Context: an optimization exercise on an open-source flow, tuned for small area. The choices shown serve that exercise and are no tape-out recipe. No run shown here included a check of the RTL's function; only the layout flow was run. Power is estimated from default activity; no workload was simulated.

===== flow/config.mk =====
export PLATFORM = sky130hd
export DESIGN_NAME = pov_display_top
export DESIGN_NICKNAME = pov_display_top
export VERILOG_FILES = /design/flow/design.v
export SDC_FILE = /design/flow/constraint.sdc
export NUM_CORES = 4
export LEC_CHECK = 0
export CAP_MARGIN = 20
export CORE_MARGIN = 2
export CORE_UTILIZATION = 40
export SLEW_MARGIN = 20

===== flow/constraint.sdc =====
create_clock -name core_clock -period 5.0 [get_ports {clk}]
set_input_delay 1.0000 -clock core_clock [delete_from_list [all_inputs] [get_ports {clk}]]
set_output_delay 1.0000 -clock core_clock [all_outputs]
set_load 0.01 [all_outputs]

===== flow/design.v =====
`default_nettype none
`default_nettype wire
`default_nettype none
package pov_pkg;
    typedef enum logic [7:0] {
        OP_WRITE_COL   = 8'h10,
        OP_SET_ENABLE  = 8'h20,
        OP_READ_STATUS = 8'h30
    } spi_opcode_e;
    typedef enum logic [2:0] {
        DEC_OPCODE,
        DEC_INDEX,
        DEC_DATA,
        DEC_ENABLE,
        DEC_IGNORE
    } dec_state_e;
    typedef enum logic [1:0] {
        SEQ_IDLE,
        SEQ_LOAD,
        SEQ_SHIFT,
        SEQ_LATCH
    } seq_state_e;
    typedef logic [64-1:0] col_word_t;
endpackage
`default_nettype wire
`default_nettype none
module spi_frame_rx (
    input  logic       clk,
    input  logic       rst_n,
    input  logic       spi_sclk,
    input  logic       spi_cs_n,
    input  logic       spi_mosi,
    output logic       spi_miso,
    input  logic [7:0] tx_byte,
    output logic [7:0] rx_byte,
    output logic       byte_valid,
    output logic       frame_start
);
    logic [2:0] sclk_pipe;
    logic [2:0] cs_pipe;
    logic [1:0] mosi_pipe;
    logic       sclk_rise;
    logic       sclk_fall;
    logic       cs_fall;
    logic       cs_high;
    logic [2:0] bit_cnt;
    logic [7:0] rx_shift;
    logic [7:0] tx_shift;
    assign sclk_rise = sclk_pipe[1] & ~sclk_pipe[2];
    assign sclk_fall = ~sclk_pipe[1] & sclk_pipe[2];
    assign cs_fall   = ~cs_pipe[1] & cs_pipe[2];
    assign cs_high   = cs_pipe[1];
    assign rx_byte   = rx_shift;
    assign spi_miso  = tx_shift[7];
    always_ff @(posedge clk) begin
        if (!rst_n) begin
            sclk_pipe <= '0;
            cs_pipe   <= '1;
            mosi_pipe <= '0;
        end else begin
            sclk_pipe <= {sclk_pipe[1:0], spi_sclk};
            cs_pipe   <= {cs_pipe[1:0], spi_cs_n};
            mosi_pipe <= {mosi_pipe[0], spi_mosi};
        end
    end
    always_ff @(posedge clk) begin
        if (sclk_rise && !cs_high) begin
            rx_shift <= {rx_shift[6:0], mosi_pipe[1]};
        end
    end
    always_ff @(posedge clk) begin
        if (!rst_n) begin
            bit_cnt     <= '0;
            byte_valid  <= 1'b0;
            frame_start <= 1'b0;
            tx_shift    <= '0;
        end else begin
            byte_valid  <= 1'b0;
            frame_start <= cs_fall;
            if (cs_high) begin
                bit_cnt  <= '0;
                tx_shift <= '0;
            end else begin
                if (sclk_rise) begin
                    bit_cnt <= bit_cnt + 3'd1;
                    if (bit_cnt == 3'd7) begin
                        byte_valid <= 1'b1;
                    end
                end
                if (sclk_fall) begin
                    if (bit_cnt == 3'd0) begin
                        tx_shift <= tx_byte;
                    end else begin
                        tx_shift <= {tx_shift[6:0], 1'b0};
                    end
                end
            end
        end
    end
endmodule
`default_nettype wire
`default_nettype none
module command_decoder (
    input  logic                                clk,
    input  logic                                rst_n,
    input  logic [7:0]                          rx_byte,
    input  logic                                byte_valid,
    input  logic                                frame_start,
    output logic [7:0]                          tx_byte,
    input  logic [$clog2(8)-1:0]        col_addr,
    input  logic                                col_busy,
    input  logic                                active,
    input  logic [3:0]                          bit_idx,
    output logic [4-1:0]               sin,
    input  logic [7:0]                          frame_count,
    output logic                                display_enable
);
    localparam int COL_AW = $clog2(8);
    localparam int LB     = 16;
    localparam logic [3:0] S_OPC = 4'b0000;
    localparam logic [3:0] S_IDX = 4'b0001;
    localparam logic [3:0] S_ENA = 4'b0010;
    localparam logic [3:0] S_IGN = 4'b0011;
    logic [3:0]           st;
    pov_pkg::col_word_t   col_mem [8];
    pov_pkg::col_word_t   stage;
    logic [COL_AW-1:0]    wr_idx;
    logic                 in_data;
    logic                 byte_in;
    logic                 wr_req;
    logic                 pend;
    logic [COL_AW-1:0]    pend_col;
    logic                 commit;
    logic                 frozen;
    logic [7:0]           hold;
    logic                 hold_v;
    assign in_data = st[3];
    assign byte_in = byte_valid && in_data;
    assign wr_req  = byte_valid && st == 4'b1111;
    assign commit  = pend && !(col_busy && pend_col == col_addr);
    assign frozen  = pend && !commit;
    always_ff @(posedge clk) begin
        if (!frozen) begin
            if (hold_v) begin
                stage <= {stage[64-9:0], hold};
            end else if (byte_in) begin
                stage <= {stage[64-9:0], rx_byte};
            end
        end
        if (byte_in && (frozen || hold_v)) begin
            hold <= rx_byte;
        end
    end
    always_ff @(posedge clk) begin
        if (!rst_n) begin
            pend     <= 1'b0;
            hold_v   <= 1'b0;
        end else begin
            if (wr_req) begin
                pend <= 1'b1;
            end else if (commit) begin
                pend <= 1'b0;
            end
            if (frozen) begin
                hold_v <= hold_v || byte_in;
            end else begin
                hold_v <= hold_v && byte_in;
            end
        end
        if (wr_req) begin
            pend_col <= wr_idx;
        end
    end
    pov_pkg::col_word_t   wr_data;
    logic [8-1:0] col_we;
    assign wr_data = rst_n ? stage : '0;
    always_comb begin
        for (int i = 0; i < 8; i++) begin
            col_we[i] = !rst_n || (commit && pend_col == COL_AW'(i));
        end
    end
    always_ff @(posedge clk) begin
        for (int i = 0; i < 8; i++) begin
            if (col_we[i]) begin
                col_mem[i] <= wr_data;
            end
        end
    end
    logic [8-1:0] csel;
    logic [LB-1:0]        bsel;
    logic [4-1:0] col_bit [8];
    always_comb begin
        for (int i = 0; i < 8; i++) begin
            csel[i] = active && col_addr == COL_AW'(i);
        end
        for (int j = 0; j < LB; j++) begin
            bsel[j] = bit_idx == 4'(LB - 1 - j);
        end
        for (int i = 0; i < 8; i++) begin
            for (int k = 0; k < 4; k++) begin
                col_bit[i][k] = 1'b0;
                for (int j = 0; j < LB; j++) begin
                    col_bit[i][k] = col_bit[i][k] | (bsel[j] & col_mem[i][k*LB + j]);
                end
            end
        end
        for (int k = 0; k < 4; k++) begin
            sin[k] = 1'b0;
            for (int i = 0; i < 8; i++) begin
                sin[k] = sin[k] | (csel[i] & col_bit[i][k]);
            end
        end
    end
    always_ff @(posedge clk) begin
        if (!rst_n) begin
            st             <= S_OPC;
            wr_idx         <= '0;
            display_enable <= 1'b0;
            tx_byte        <= '0;
        end else if (frame_start) begin
            st      <= S_OPC;
            tx_byte <= '0;
        end else if (byte_valid) begin
            tx_byte <= '0;
            if (in_data) begin
                st <= (st == 4'b1111) ? S_IGN : st + 4'd1;
            end else begin
                case (st)
                    S_OPC: begin
                        case (rx_byte)
                            pov_pkg::OP_WRITE_COL:  st <= S_IDX;
                            pov_pkg::OP_SET_ENABLE: st <= S_ENA;
                            pov_pkg::OP_READ_STATUS: begin
                                tx_byte <= frame_count;
                                st      <= S_IGN;
                            end
                            default: st <= S_IGN;
                        endcase
                    end
                    S_IDX: begin
                        wr_idx <= rx_byte[COL_AW-1:0];
                        st     <= 4'b1000;
                    end
                    S_ENA: begin
                        display_enable <= rx_byte[0];
                        st             <= S_IGN;
                    end
                    default: st <= S_IGN;
                endcase
            end
        end
    end
endmodule
`default_nettype wire
`default_nettype none
module column_timer (
    input  logic clk,
    input  logic rst_n,
    output logic shift_tick,
    output logic gclk
);
    localparam int DIV_W = (4 > 1) ? $clog2(4) : 1;
    logic [DIV_W-1:0] div_cnt;
    always_ff @(posedge clk) begin
        if (!rst_n) begin
            div_cnt    <= '0;
            shift_tick <= 1'b0;
            gclk       <= 1'b0;
        end else begin
            if (div_cnt == DIV_W'(4 - 1)) begin
                div_cnt    <= '0;
                shift_tick <= 1'b1;
            end else begin
                div_cnt    <= div_cnt + 1'b1;
                shift_tick <= 1'b0;
            end
            if (shift_tick) begin
                gclk <= ~gclk;
            end
        end
    end
endmodule
`default_nettype wire
`default_nettype none
module driver_sequencer (
    input  logic                         clk,
    input  logic                         rst_n,
    input  logic                         shift_tick,
    input  logic                         display_enable,
    output logic [$clog2(8)-1:0] col_addr,
    output logic                         col_busy,
    output logic                         active,
    output logic [3:0]                   bit_idx,
    output logic                         sclk,
    output logic                         lat,
    output logic [8-1:0]         col_sel,
    output logic [7:0]                   frame_count
);
    localparam int COL_AW = $clog2(8);
    pov_pkg::seq_state_e state;
    logic                shift;
    logic                sel_v;
    logic                last_col;
    logic [COL_AW-1:0]   sel_idx;
    assign last_col = col_addr == COL_AW'(8 - 1);
    assign col_busy = state == pov_pkg::SEQ_SHIFT;
    assign sclk     = (state == pov_pkg::SEQ_SHIFT) && shift_tick;
    assign active   = (state == pov_pkg::SEQ_SHIFT) || shift;
    assign sel_idx  = col_addr - 1'b1;
    always_comb begin
        for (int i = 0; i < 8; i++) begin
            col_sel[i] = sel_v && sel_idx == COL_AW'(i);
        end
    end
    always_ff @(posedge clk) begin
        if (!rst_n) begin
            state       <= pov_pkg::SEQ_IDLE;
            bit_idx     <= '0;
            col_addr    <= '0;
            shift       <= 1'b0;
            lat         <= 1'b0;
            sel_v       <= 1'b0;
            frame_count <= '0;
        end else begin
            shift <= sclk;
            lat   <= 1'b0;
            if (shift) begin
                bit_idx <= bit_idx + 1'b1;
            end
            case (state)
                pov_pkg::SEQ_IDLE: begin
                    sel_v    <= 1'b0;
                    col_addr <= '0;
                    if (display_enable && shift_tick) begin
                        state <= pov_pkg::SEQ_LOAD;
                    end
                end
                pov_pkg::SEQ_LOAD: begin
                    state <= pov_pkg::SEQ_SHIFT;
                end
                pov_pkg::SEQ_SHIFT: begin
                    if (shift_tick && bit_idx == 4'd15) begin
                        state <= pov_pkg::SEQ_LATCH;
                    end
                end
                pov_pkg::SEQ_LATCH: begin
                    if (shift_tick) begin
                        lat      <= 1'b1;
                        sel_v    <= 1'b1;
                        col_addr <= col_addr + 1'b1;
                        if (last_col) begin
                            frame_count <= frame_count + 8'd1;
                        end
                        state <= display_enable ? pov_pkg::SEQ_LOAD : pov_pkg::SEQ_IDLE;
                    end
                end
                default: state <= pov_pkg::SEQ_IDLE;
            endcase
        end
    end
endmodule
`default_nettype wire
`default_nettype none
`default_nettype wire
`default_nettype none
module pov_display_top (
    input  logic                  clk,
    input  logic                  rst_n,
    input  logic                  som_sclk,
    input  logic                  som_cs_n,
    input  logic                  som_mosi,
    output logic                  som_miso,
    output logic                  drv_sclk,
    output logic                  drv_lat,
    output logic                  drv_gclk,
    output logic [4-1:0] drv_sin,
    output logic [8-1:0]  col_sel
);
    logic [7:0] rx_byte;
    logic [7:0] tx_byte;
    logic       byte_valid;
    logic       frame_start;
    logic [$clog2(8)-1:0] col_addr;
    logic [7:0]                   frame_count;
    logic                         display_enable;
    logic                         shift_tick;
    logic                         col_busy;
    logic                         active;
    logic [3:0]                   bit_idx;
    spi_frame_rx u_spi_frame_rx (
        .clk(clk), .rst_n(rst_n),
        .spi_sclk(som_sclk), .spi_cs_n(som_cs_n),
        .spi_mosi(som_mosi), .spi_miso(som_miso),
        .tx_byte(tx_byte), .rx_byte(rx_byte),
        .byte_valid(byte_valid), .frame_start(frame_start)
    );
    command_decoder u_command_decoder (
        .clk(clk), .rst_n(rst_n),
        .rx_byte(rx_byte), .byte_valid(byte_valid),
        .frame_start(frame_start), .tx_byte(tx_byte),
        .col_addr(col_addr), .col_busy(col_busy),
        .active(active), .bit_idx(bit_idx), .sin(drv_sin),
        .frame_count(frame_count), .display_enable(display_enable)
    );
    column_timer u_column_timer (
        .clk(clk), .rst_n(rst_n),
        .shift_tick(shift_tick), .gclk(drv_gclk)
    );
    driver_sequencer u_driver_sequencer (
        .clk(clk), .rst_n(rst_n),
        .shift_tick(shift_tick), .display_enable(display_enable),
        .col_addr(col_addr), .col_busy(col_busy), .active(active),
        .bit_idx(bit_idx), .sclk(drv_sclk), .lat(drv_lat),
        .col_sel(col_sel), .frame_count(frame_count)
    );
endmodule
`default_nettype wire

===== flow/run.sh =====
#!/bin/bash
# synth_recipe.tcl (not shown) runs the flow's synth.tcl, then flattens the netlist and writes it again
# the make line also repeats each setting of config.mk as NAME=value (left out here)
make -C /OpenROAD-flow-scripts/flow DESIGN_CONFIG=/design/flow/config.mk WORK_HOME=/design/flow/orfs CLKGATE_MAP_FILE= SYNTH_SCRIPT=/design/flow/synth_recipe.tcl finish

==> results.rst, run 1 <==
.. list-table::
   :header-rows: 1

   * - Metric
     - Value
   * - Run status
     - complete, no violations
   * - Hold violation count in the final report
     - 0
   * - Routed wire length per instance
     - 25.0 µm
   * - Slew at the pin closest to its max-slew limit
     - 1.02 ns
   * - Type of the worst min-delay path
     - flip-flop to flip-flop
   * - Count of maximum capacitance violations
     - 0
   * - Warnings, synthesis
     - 6
   * - Number of buffers added on ports
     - 20
   * - Vias after detailed routing
     - 14500
   * - Required time worst endpoint
     - 4.00 ns
   * - Post-synthesis cell area
     - 25100 µm²
   * - Startpoint-to-endpoint class of the critical path
     - flip-flop to output port
   * - Source-to-sink clock delay at the later pin of the worst-skew pair
     - 0.61 ns
   * - Normalized max-slew margin
     - 32.2%
   * - Post-synthesis area per instance
     - 15.8 µm²
   * - Worst flop-to-flop path startpoint
     - u_driver_sequencer.state[0]$_SDFFE_PN0P_
   * - Half-perimeter wire length after placement
     - 37.3 mm
   * - Area growth from synthesis to layout
     - 14.7%
   * - Die Area
     - 64800 µm²
   * - Deepest clock path buffer count
     - 3
   * - P per Cell Area
     - 400 nW/µm²
   * - Kind of capture point of the worst setup path
     - output port
   * - Floorplan die width
     - 255 µm
   * - Crit path launch
     - u_driver_sequencer.bit_idx[0]$_SDFFE_PN0P_
   * - Global-route usage over all layers
     - 19.3%
   * - Count of cells along the worst register-to-register path
     - 6
   * - Row cnt
     - 91
   * - Num CTS Buffers
     - 68
   * - Number of global-route vias before repair
     - 14200
   * - Tightest hold margin
     - 0.408 ns
   * - Post-route clock period utilization
     - 96.9%
   * - Congestion Overflow GR
     - 0
   * - Instance count of the mapped netlist
     - 1588
   * - Area of the core
     - 61900 µm²
   * - Number of DRC markers in iteration 0
     - 1648
   * - Post-CTS clock slew at the launch and capture registers of the worst setup and hold paths
     - 0.06 ns
   * - Effective utilization at floorplan
     - 40.6%
   * - Total negative slack
     - 0 ns
   * - Distinct cells, synth
     - 63
   * - Height of the die
     - 255 µm
   * - Final layout net count
     - 1656
   * - Number of pins with negative max-slew slack in the final report
     - 0
   * - Initial antenna violation count
     - 1
   * - Num Clock Sinks
     - 658
   * - R2r endpoint
     - u_command_decoder.col_mem[5][43]$_DFFE_PP_
   * - Worst Skew
     - 0.0235 ns
   * - Largest fanout on the critical path
     - 35
   * - Clk root buf
     - clkbuf_16
   * - Finish-stage setup viols
     - 0
   * - CTS tree
     - done
   * - Ports placed on the boundary
     - 21
   * - Element type at the critical path start
     - flip-flop
   * - Leakage power figure
     - 0.00981 µW
   * - Number of nets with antenna violations after routing
     - 0
   * - Most used DFF post-synth
     - edfxtp_1
   * - Capture point of the worst path
     - drv_sin[0]
   * - DRC viols
     - 0
   * - Peak supply drop
     - 226 µV
   * - Highest Clock Rate
     - 206 MHz
   * - # H-tree levels
     - 3
   * - Synth Net Count
     - 1617
   * - EDFF count, synth
     - 595
   * - Slack of the worst reg-to-reg path
     - 1.85 ns
   * - Wirelength, routed
     - 62.9 mm
   * - Part of the Yosys area used for sequential elements
     - 76.2%
   * - Final cell utilization of the core
     - 46.5%
   * - Critical path arrival
     - 3.85 ns
   * - Global placement routability congestion
     - 0.816
   * - Async set-reset flop share out of synthesis
     - 0%
   * - Average via count per standard cell
     - 5.76
   * - # fillers
     - 5342
   * - Yosys reg bits
     - 658
   * - Pin count of the biggest net entering global routing
     - 79
   * - Finished layout cell area
     - 28800 µm²
   * - Layout cells sized above 1
     - 11.2%
   * - Post-layout min period
     - 4.85 ns
   * - First-pass GRT wire length
     - 92.8 mm
   * - Instance area after placement
     - 26500 µm²
   * - Count of TritonRoute iterations in the first routing pass
     - 9
## worst max-delay path, cell delays in order, from the launching register on
cell and delay [ns]:
dfxtp_2 0.41, inv_1 0.13, ha_4 0.30, buf_12 0.22, buf_12 0.18, a222oi_1 0.38
nand2_1 0.14, a32oi_2 0.23, nand3_1 0.16, nor4_1 0.23, nand3_1 0.25, clkdlybuf4s50_1 0.55
## how the worst min path moves through the flow
stage                                                 from                                     to  slack, ns  cells after the start
floorplan           u_spi_frame_rx.mosi_pipe[1]$_SDFF_PN0_   u_spi_frame_rx.rx_shift[0]$_DFFE_PP_       0.39                      0
global placement    u_spi_frame_rx.mosi_pipe[1]$_SDFF_PN0_   u_spi_frame_rx.rx_shift[0]$_DFFE_PP_       0.39                      0
detailed placement    u_spi_frame_rx.cs_pipe[2]$_SDFF_PN1_  u_spi_frame_rx.frame_start$_SDFF_PN0_       0.40                      2
CTS                   u_spi_frame_rx.cs_pipe[2]$_SDFF_PN1_  u_spi_frame_rx.frame_start$_SDFF_PN0_       0.41                      2
global route          u_spi_frame_rx.cs_pipe[2]$_SDFF_PN1_  u_spi_frame_rx.frame_start$_SDFF_PN0_       0.43                      2
finish                u_spi_frame_rx.cs_pipe[2]$_SDFF_PN1_  u_spi_frame_rx.frame_start$_SDFF_PN0_       0.41                      2
## flip-flops by register name, indices dropped and copies added, names as in the netlist, 3 cells and up
register,count
u_command_decoder.stage,64
u_command_decoder.tx_byte,8
u_spi_frame_rx.sclk_pipe,3
u_spi_frame_rx.tx_shift,8
u_spi_frame_rx.bit_cnt,3
u_command_decoder.pend_col,3
u_driver_sequencer.frame_count,8
u_command_decoder.hold,8
u_driver_sequencer.bit_idx,4
u_spi_frame_rx.cs_pipe,3
u_driver_sequencer.col_addr,3
u_command_decoder.st,4
u_command_decoder.wr_idx,3
u_spi_frame_rx.rx_shift,8
u_command_decoder.col_mem,512
## cells in the mapped netlist (12+ instances only)
master       n  area, µm²
mux2i_1     15        150
a222oi_1    45        450
a21oi_1     89        445
edfxtp_1   595      17900
buf_1       16       60.1
a211oi_1    19        143
o2bb2ai_1   12        105
nand2_1     71        267
nand2b_1    12       75.1
a22oi_1     97        728
o21ai_0     20        100
a31oi_1     14       87.6
a21o_1      12       90.1
xnor2_1     13        114
dfxtp_1     63       1260
and2_1      86        538
inv_1       16       60.1
nor2b_1     19        119
nor2_1      63        236
a221oi_1    33        289
a22o_1      13        114
buf_2       32        160
nand3_1     38        190
clkbuf_1    48        180
ha_1        24        300
## power by group
group | internal, µW | total (µW) | switching (µW)
Combinational | 62.1 | 264 | 201
Clock | 2930 | 5000 | 2070
Sequential | 6190 | 6250 | 58.1
## layout make-up
cell class,instances,area (µm²),area share (%)
clock inverter,35,369,1.28
clock buffer,86,1840,6.38
antenna,2,5.00,0.0174
timing repair buffer,73,711,2.47
inverter,17,63.8,0.222
tap,837,1050,3.64
sequential,658,19100,66.4
multi-input combinational,809,5630,19.6
## metrics by stage
step / worst slack, ns / instances / total power, µW
finish: 0.155 / 2517 / 11500
CTS: 0.0532 / 2509 / 11600
floorplan: -1.15 / 1588 / 6530
global route: -0.00483 / 2515 / 11900
detailed placement: 0.585 / 2388 / 6630
global placement: 0.616 / 2388 / 6620
## repair_timing
item,in CTS,in global routing
endpoints found under the setup margin,3,4
pin swaps,0,6
hold buffers,0,0
cloned,0,0
gates resized for setup,4,7
buffers inserted,0,5
## routing by layer
layer  share of wire [%]  track usage (%)  vias to the layer above
li1                    -                -                     6396
met1                  41             25.7                     7355
met2                  49             31.9                      634
met3                 7.5             3.92                      101
met4                 2.8             6.33                        0
met5                   0                0                        -
## kinds of logic after synthesis
| group | synth area share (%) |
|---|---|
| flip-flops | 76.2 |
| AO/OA/AOI/OAI | 12.1 |
| AND/OR/NAND/NOR | 6.76 |
| buffers and inverters | 2.18 |
| multiplexers | 1.00 |
| adder cells (fa/ha/maj) | 1.20 |
| XOR/XNOR | 0.628 |
## placed cells by master (no fill, tap or decap), drive strengths merged, types with 11 or more instances in the layout
master,instances
edfxtp,595
a22oi,98
a21oi,89
clkbuf,87
and2,86
nand2,71
nor2,63
dfxtp,63
buf,53
a222oi,45
nand3,38
a221oi,33
ha,24
clkinv,23
o21ai,22
a211oi,19
nor2b,19
inv,19
clkdlybuf4s50,18
mux2i,15
a31oi,14
xnor2,13
a22o,13
nand2b,12
a21o,12
o2bb2ai,12
a221o,11
and3,11
==> run 2: changes to the inputs <==
--- a/flow/design.v
+++ b/flow/design.v
@@ -110,6 +110,3 @@
     input  logic [$clog2(8)-1:0]        col_addr,
-    input  logic                                col_busy,
-    input  logic                                active,
-    input  logic [3:0]                          bit_idx,
-    output logic [4-1:0]               sin,
+    output pov_pkg::col_word_t                  col_data,
     input  logic [7:0]                          frame_count,
@@ -118,3 +115,2 @@
     localparam int COL_AW = $clog2(8);
-    localparam int LB     = 16;
     localparam logic [3:0] S_OPC = 4'b0000;
@@ -123,58 +119,16 @@
     localparam logic [3:0] S_IGN = 4'b0011;
-    logic [3:0]           st;
-    pov_pkg::col_word_t   col_mem [8];
-    pov_pkg::col_word_t   stage;
-    logic [COL_AW-1:0]    wr_idx;
-    logic                 in_data;
-    logic                 byte_in;
-    logic                 wr_req;
-    logic                 pend;
-    logic [COL_AW-1:0]    pend_col;
-    logic                 commit;
-    logic                 frozen;
-    logic [7:0]           hold;
-    logic                 hold_v;
-    assign in_data = st[3];
-    assign byte_in = byte_valid && in_data;
-    assign wr_req  = byte_valid && st == 4'b1111;
-    assign commit  = pend && !(col_busy && pend_col == col_addr);
-    assign frozen  = pend && !commit;
-    always_ff @(posedge clk) begin
-        if (!frozen) begin
-            if (hold_v) begin
-                stage <= {stage[64-9:0], hold};
-            end else if (byte_in) begin
-                stage <= {stage[64-9:0], rx_byte};
-            end
-        end
-        if (byte_in && (frozen || hold_v)) begin
-            hold <= rx_byte;
-        end
-    end
-    always_ff @(posedge clk) begin
-        if (!rst_n) begin
-            pend     <= 1'b0;
-            hold_v   <= 1'b0;
-        end else begin
-            if (wr_req) begin
-                pend <= 1'b1;
-            end else if (commit) begin
-                pend <= 1'b0;
-            end
-            if (frozen) begin
-                hold_v <= hold_v || byte_in;
-            end else begin
-                hold_v <= hold_v && byte_in;
-            end
-        end
-        if (wr_req) begin
-            pend_col <= wr_idx;
-        end
-    end
-    pov_pkg::col_word_t   wr_data;
+    logic [3:0]          st;
+    pov_pkg::col_word_t  col_mem [8];
+    logic [64-9:0] stage;
+    logic [COL_AW-1:0]   wr_idx;
+    logic                in_data;
+    logic                mem_we;
+    assign in_data  = st[3];
+    assign mem_we   = byte_valid && st == 4'b1111;
+    pov_pkg::col_word_t  wr_data;
     logic [8-1:0] col_we;
-    assign wr_data = rst_n ? stage : '0;
+    assign wr_data = rst_n ? {stage, rx_byte} : '0;
     always_comb begin
         for (int i = 0; i < 8; i++) begin
-            col_we[i] = !rst_n || (commit && pend_col == COL_AW'(i));
+            col_we[i] = !rst_n || (mem_we && wr_idx == COL_AW'(i));
         end
@@ -188,25 +142,11 @@
     end
-    logic [8-1:0] csel;
-    logic [LB-1:0]        bsel;
-    logic [4-1:0] col_bit [8];
     always_comb begin
+        col_data = '0;
         for (int i = 0; i < 8; i++) begin
-            csel[i] = active && col_addr == COL_AW'(i);
-        end
-        for (int j = 0; j < LB; j++) begin
-            bsel[j] = bit_idx == 4'(LB - 1 - j);
+            col_data = col_data | (col_mem[i] & {64{col_addr == COL_AW'(i)}});
         end
-        for (int i = 0; i < 8; i++) begin
-            for (int k = 0; k < 4; k++) begin
-                col_bit[i][k] = 1'b0;
-                for (int j = 0; j < LB; j++) begin
-                    col_bit[i][k] = col_bit[i][k] | (bsel[j] & col_mem[i][k*LB + j]);
-                end
-            end
-        end
-        for (int k = 0; k < 4; k++) begin
-            sin[k] = 1'b0;
-            for (int i = 0; i < 8; i++) begin
-                sin[k] = sin[k] | (csel[i] & col_bit[i][k]);
-            end
+    end
+    always_ff @(posedge clk) begin
+        if (byte_valid && in_data) begin
+            stage <= {stage[64-17:0], rx_byte};
         end
@@ -290,3 +230,3 @@
     output logic [$clog2(8)-1:0] col_addr,
-    output logic                         col_busy,
+    output logic                         load,
     output logic                         active,
@@ -305,3 +245,3 @@
     assign last_col = col_addr == COL_AW'(8 - 1);
-    assign col_busy = state == pov_pkg::SEQ_SHIFT;
+    assign load     = state == pov_pkg::SEQ_LOAD;
     assign sclk     = (state == pov_pkg::SEQ_SHIFT) && shift_tick;
@@ -363,2 +303,23 @@
 `default_nettype none
+module column_shifter (
+    input  logic                   clk,
+    input  pov_pkg::col_word_t     col_data,
+    input  logic                   load,
+    input  logic                   active,
+    input  logic [3:0]             bit_idx,
+    output logic [4-1:0]  sin
+);
+    localparam int LB = 16;
+    pov_pkg::col_word_t word_q;
+    always_ff @(posedge clk) begin
+        if (load) begin
+            word_q <= col_data;
+        end
+    end
+    always_comb begin
+        for (int k = 0; k < 4; k++) begin
+            sin[k] = active && word_q[k*LB + (LB-1) - bit_idx];
+        end
+    end
+endmodule
 `default_nettype wire
@@ -383,2 +344,3 @@
     logic [$clog2(8)-1:0] col_addr;
+    pov_pkg::col_word_t           col_data;
     logic [7:0]                   frame_count;
@@ -386,3 +348,3 @@
     logic                         shift_tick;
-    logic                         col_busy;
+    logic                         load;
     logic                         active;
@@ -400,4 +362,3 @@
         .frame_start(frame_start), .tx_byte(tx_byte),
-        .col_addr(col_addr), .col_busy(col_busy),
-        .active(active), .bit_idx(bit_idx), .sin(drv_sin),
+        .col_addr(col_addr), .col_data(col_data),
         .frame_count(frame_count), .display_enable(display_enable)
@@ -411,3 +372,3 @@
         .shift_tick(shift_tick), .display_enable(display_enable),
-        .col_addr(col_addr), .col_busy(col_busy), .active(active),
+        .col_addr(col_addr), .load(load), .active(active),
         .bit_idx(bit_idx), .sclk(drv_sclk), .lat(drv_lat),
@@ -415,2 +376,6 @@
     );
+    column_shifter u_column_shifter (
+        .clk(clk), .col_data(col_data), .load(load),
+        .active(active), .bit_idx(bit_idx), .sin(drv_sin)
+    );
 endmodule
==> run 2 against run 1 <==
Compared with the run above: clock skew fell by 0.0035 ns; critical endpoint unchanged; hold slack about the same; final area rose by 1.8%; synthesized cell count shrank 12%; total power is 5.0% higher.
==> results.rst, run 2 <==
.. list-table::
   :header-rows: 1

   * - Metric
     - Value
   * - Total net switching power
     - 2390 µW (+2.5%)
   * - Share of power burned in registers
     - 55.0% (+0.7 points)
   * - Switching Fraction
     - 19.7% (-0.48 points)
   * - Highest Clock Rate
     - 239 MHz (+16%)
   * - Commonest non-fill, non-tap cells in the layout
     - edfxtp_1 (640), a222oi_1 (128), clkbuf_16 (77)
   * - DRC viols
     - 0 (unchanged)
   * - Wirelength, routed
     - 55.1 mm (-12%)
   * - Most used DFF post-synth
     - edfxtp_1
   * - Final cell utilization of the core
     - 45.7% (-0.76 points)
   * - Slew at the pin closest to its max-slew limit
     - 1.05 ns (+0.0310 ns)
   * - Setup fix buffers added after clock tree synthesis
     - 0 (unchanged)
   * - Clock share of power
     - 42.6% (-0.8 points)
   * - Count of maximum capacitance violations
     - 0 (unchanged)
   * - Routed wire length per instance
     - 23.6 µm (-5.7%)
   * - Yosys reg bits
     - 701 (+6.5%)
   * - Post-route clock period utilization
     - 83.7% (-13 points)
   * - Normalized max-slew margin
     - 29.9% (-2.3 points)
   * - Warnings, synthesis
     - 6 (unchanged)
   * - Post-synthesis area per instance
     - 18.4 µm² (+17%)
   * - Share of the synthesized area in the top cell type
     - 74.6% (+3.4 points)
   * - Source-to-sink clock delay at the later pin of the worst-skew pair
     - 0.61 ns (about the same)
   * - Vias after detailed routing
     - 13300 (-8.3%)
   * - Final layout net count
     - 1452 (-12%)
   * - Count leader, synth
     - edfxtp_1
   * - Instance count of the mapped netlist
     - 1397 (-12%)
   * - Power Internal
     - 9710 µW (+5.6%)
   * - Largest fanout on the critical path
     - 7 (-80%)
   * - Number of pins with negative max-slew slack in the final report
     - 0 (unchanged)
   * - Deepest clock path buffer count
     - 3 (unchanged)
   * - Met2 WL
     - 27.2 mm (-11%)
   * - Layout cells sized above 1
     - 10.5% (-0.68 points)
   * - Element type at the critical path start
     - flip-flop
   * - Number of nets with antenna violations after routing
     - 0 (unchanged)
   * - # fillers
     - 5433 (+1.7%)
   * - Critical path arrival
     - 3.18 ns (-0.67 ns)
   * - Number of buffers added on ports
     - 20 (unchanged)
   * - Slack of the worst reg-to-reg path
     - 1.95 ns (+0.10 ns)
   * - Kind of capture point of the worst setup path
     - output port
   * - R2r endpoint
     - u_column_shifter.word_q[53]$_DFFE_PP_
   * - Hold Path Stages
     - 2 (unchanged)
   * - Instance area after placement
     - 27100 µm² (+2.3%)
   * - Clk root buf
     - clkbuf_16
   * - Run status
     - complete, no violations
   * - Finish-stage setup viols
     - 0 (unchanged)
   * - P per Cell Area
     - 412 nW/µm² (+3.1%)
   * - First-pass GRT wire length
     - 82.8 mm (-11%)
   * - Part of the Yosys area used for sequential elements
     - 79.3% (+3.2 points)
   * - Count of cells along the worst register-to-register path
     - 6 (unchanged)
   * - Pin count of the biggest net entering global routing
     - 75 (-5.1%)
   * - Top metal layer carrying routed signals
     - met4
   * - Floorplan die width
     - 258 µm (+1.3%)
   * - CTS tree
     - done
   * - Ports placed on the boundary
     - 21 (unchanged)
   * - Number of DRC markers in iteration 0
     - 1550 (-5.9%)
   * - EDFF count, synth
     - 640 (+7.6%)
   * - Number of global-route vias before repair
     - 13300 (-6.7%)
   * - # H-tree levels
     - 3 (unchanged)
   * - Worst flop-to-flop path startpoint
     - u_driver_sequencer.col_addr[0]$_SDFFE_PN0P_
   * - Async set-reset flop share out of synthesis
     - 0% (unchanged)
   * - Antenna diodes
     - 0 (-2)
   * - Hold violation count in the final report
     - 0 (unchanged)
   * - Congestion Overflow GR
     - 0 (unchanged)
   * - Inst Count DP
     - 2207 (-7.6%)
   * - Count of TritonRoute iterations in the first routing pass
     - 9 (unchanged)
   * - Most common library cell in the layout ignoring fill and taps
     - edfxtp_1
   * - Filler-free cell count of the finished design
     - 2338 (-7.1%)
   * - Startpoint-to-endpoint class of the critical path
     - flip-flop to output port
   * - Register containing the most flip-flops in the final layout
     - u_command_decoder.col_mem
   * - Worst Skew
     - 0.0200 ns (-0.00355 ns)
   * - Half-perimeter wire length after placement
     - 28.8 mm (-23%)
   * - Leakage power figure
     - 0.0102 µW (+3.6%)
   * - Effective utilization at floorplan
     - 40.2% (-0.36 points)
   * - Post-synthesis cell area
     - 25800 µm² (+2.6%)
   * - Area growth from synthesis to layout
     - 13.8%
   * - Finished layout cell area
     - 29300 µm² (+1.8%)
   * - Area of the core
     - 64100 µm² (+3.5%)
   * - Post-layout min period
     - 4.18 ns (-0.662 ns)
   * - Largest area contributor in the netlist
     - edfxtp_1
   * - Distinct cells, synth
     - 42 (-33%)
   * - Biggest registers after layout
     - u_command_decoder.col_mem x512, u_column_shifter.word_q x64, u_command_decoder.stage x56
   * - Routed metal-1 wirelength
     - 23.7 mm (-8.0%)
   * - Top cell types by occurrence after synthesis
     - edfxtp_1 (640), a222oi_1 (128), clkbuf_1 (81), mux2i_1 (75), and2_1 (71)
   * - Overall power
     - 12100 µW (+5.0%)
   * - Die Area
     - 66500 µm² (+2.6%)
   * - DR WL met3
     - 3.12 mm (-34%)
   * - Global-route usage over all layers
     - 16.4% (-2.9 points)
   * - Worst min-delay path startpoint
     - u_spi_frame_rx.cs_pipe[2]$_SDFF_PN1_
   * - Num Clock Sinks
     - 701 (+6.5%)
   * - Destination of the worst hold path
     - u_spi_frame_rx.frame_start$_SDFF_PN0_
   * - Synth Net Count
     - 1423 (-12%)
   * - Cell types occupying the most area after synthesis
     - edfxtp_1 (75%), a222oi_1 (5.0%), dfxtp_1 (4.7%), mux2i_1 (2.9%), a221o_1 (2.5%)
   * - Height of the die
     - 258 µm (+1.3%)
   * - Post-CTS clock slew at the launch and capture registers of the worst setup and hold paths
     - 0.06 ns (about the same)
   * - Average via count per standard cell
     - 5.68 (-1.3%)
   * - Type of the worst min-delay path
     - flip-flop to flip-flop
   * - Initial antenna violation count
     - 0 (-1)
   * - Global placement routability congestion
     - 0.725 (-11%)
   * - Proportion of power drawn by combinational gates
     - 2.4% (about the same)
   * - Row cnt
     - 93 (+2.2%)
   * - Num CTS Buffers
     - 72 (+5.9%)
   * - Peak supply drop
     - 273 µV (+21%)
   * - Hold-fix buffer count after cts
     - 0 (unchanged)
   * - Required time worst endpoint
     - 4.00 ns (about the same)
   * - Number of gates given a new drive strength after cts
     - 0 (-4)
   * - Unrepaired setup endpoints after global routing
     - false
   * - Number of flip-flops under the largest register name
     - 512 (unchanged)
-- run 2: kinds of logic (layout without fill, tap and decap cells) --
group           Yosys count  in the layout  share of synthesized area (%)
mux                      91             91                           4.31
fa+ha+maj                21             21                           1.02
flops                   701            701                           79.3
compound gates          252            252                           8.88
buf+inv                 106            192                           1.58
xor+xnor                 14             14                          0.476
simple gates            212            212                           4.42
-- run 2: how the worst max path moves through the flow --
stage | from | end | slack, ns | cells after the start
4_1_cts | u_driver_sequencer.state[0]$_SDFFE_PN0P_ | drv_sin[1] | 0.82 | 7
3_5_place_dp | u_driver_sequencer.state[0]$_SDFFE_PN0P_ | drv_sin[1] | 1.48 | 7
2_1_floorplan | u_command_decoder.st[0]$_SDFFE_PP0P_ | u_command_decoder.col_mem[3][0]$_DFFE_PP_ | -1.18 | 4
6_report | u_driver_sequencer.state[0]$_SDFFE_PN0P_ | drv_sin[0] | 0.82 | 7
5_1_grt | u_driver_sequencer.state[0]$_SDFFE_PN0P_ | drv_sin[0] | 0.66 | 7
3_3_place_gp | u_driver_sequencer.bit_idx[0]$_SDFFE_PN0P_ | drv_sin[0] | 1.51 | 5
-- run 2: final cells by class --
cell class	instances	area, µm²	area share [%]
Sequential cell	701	20400	69.7
Timing Repair Buffer	46	418	1.43
Multi-Input combinational cell	590	5070	17.3
Clock inverter	32	255	0.870
Inverter	15	58.8	0.201
Clock buffer	99	2010	6.85
Tap cell	855	1070	3.65
-- run 2: worst max-delay path, stage by stage (launching register included) --
cell,delay [ns]
dfxtp_1,0.36
inv_1,0.14
ha_1,0.30
nor2_1,0.10
nor3_1,0.61
a22oi_1,0.19
nand2_1,0.26
clkdlybuf4s50_1,0.59
-- run 2: power groups by stage --
stage | logic [µW] | clock network, µW | registers (µW)
after detailed placement | 302 | 0 | 6770
after CTS | 304 | 5250 | 6650
final | 296 | 5150 | 6650
after global placement | 296 | 0 | 6760
after global routing | 323 | 5480 | 6670
after floorplan | 181 | 0 | 6780
-- run 2: layer usage --
layer	up-vias	track usage, %
met5	-	0
li1	5878	-
met3	80	3.15
met2	409	27.3
met4	0	4.45
met1	6915	22.2
-- run 2: stage by stage --
stage	hold slack [ns]	setup slack, ns	setup TNS (ns)
2_1_floorplan	0.386	-1.18	-358.44
3_3_place_gp	0.391	1.51	0
3_5_place_dp	0.400	1.48	0
4_1_cts	0.410	0.816	0
5_1_grt	0.411	0.665	0
6_report	0.408	0.817	0

-- port drivers added, routing unchanged --
The results above use ideal ports. As a check the final layouts listed here were re-extracted and re-timed, cells and wires unchanged.
Step 1 (the two cells are an assumption about what drives the block):
set clk [get_ports {clk}]
set_driving_cell -lib_cell sky130_fd_sc_hd__clkbuf_16 $clk
set_driving_cell -lib_cell sky130_fd_sc_hd__buf_2 [delete_from_list [all_inputs] $clk]
Step 2 also shifts input and output timing later by t, the mid clock arrival at the registers, as if the neighbouring blocks saw the same clock.
Slacks: no drivers / after step 1 / after step 2; pairs: no drivers / after step 1.
run	t (ns)	slack for setup (ns)	hold slack, ns	clock arrival spread, ns	worst register clock-pin slew, ns
run 1	0.651	0.155 / 0.099 / 0.750	0.408 / 0.408 / 0.408	0.033 / 0.032	0.06 / 0.06
run 2	0.649	0.817 / 0.762 / 1.411	0.408 / 0.408 / 0.408	0.022 / 0.022	0.06 / 0.06
After both steps every run listed still meets setup and hold.
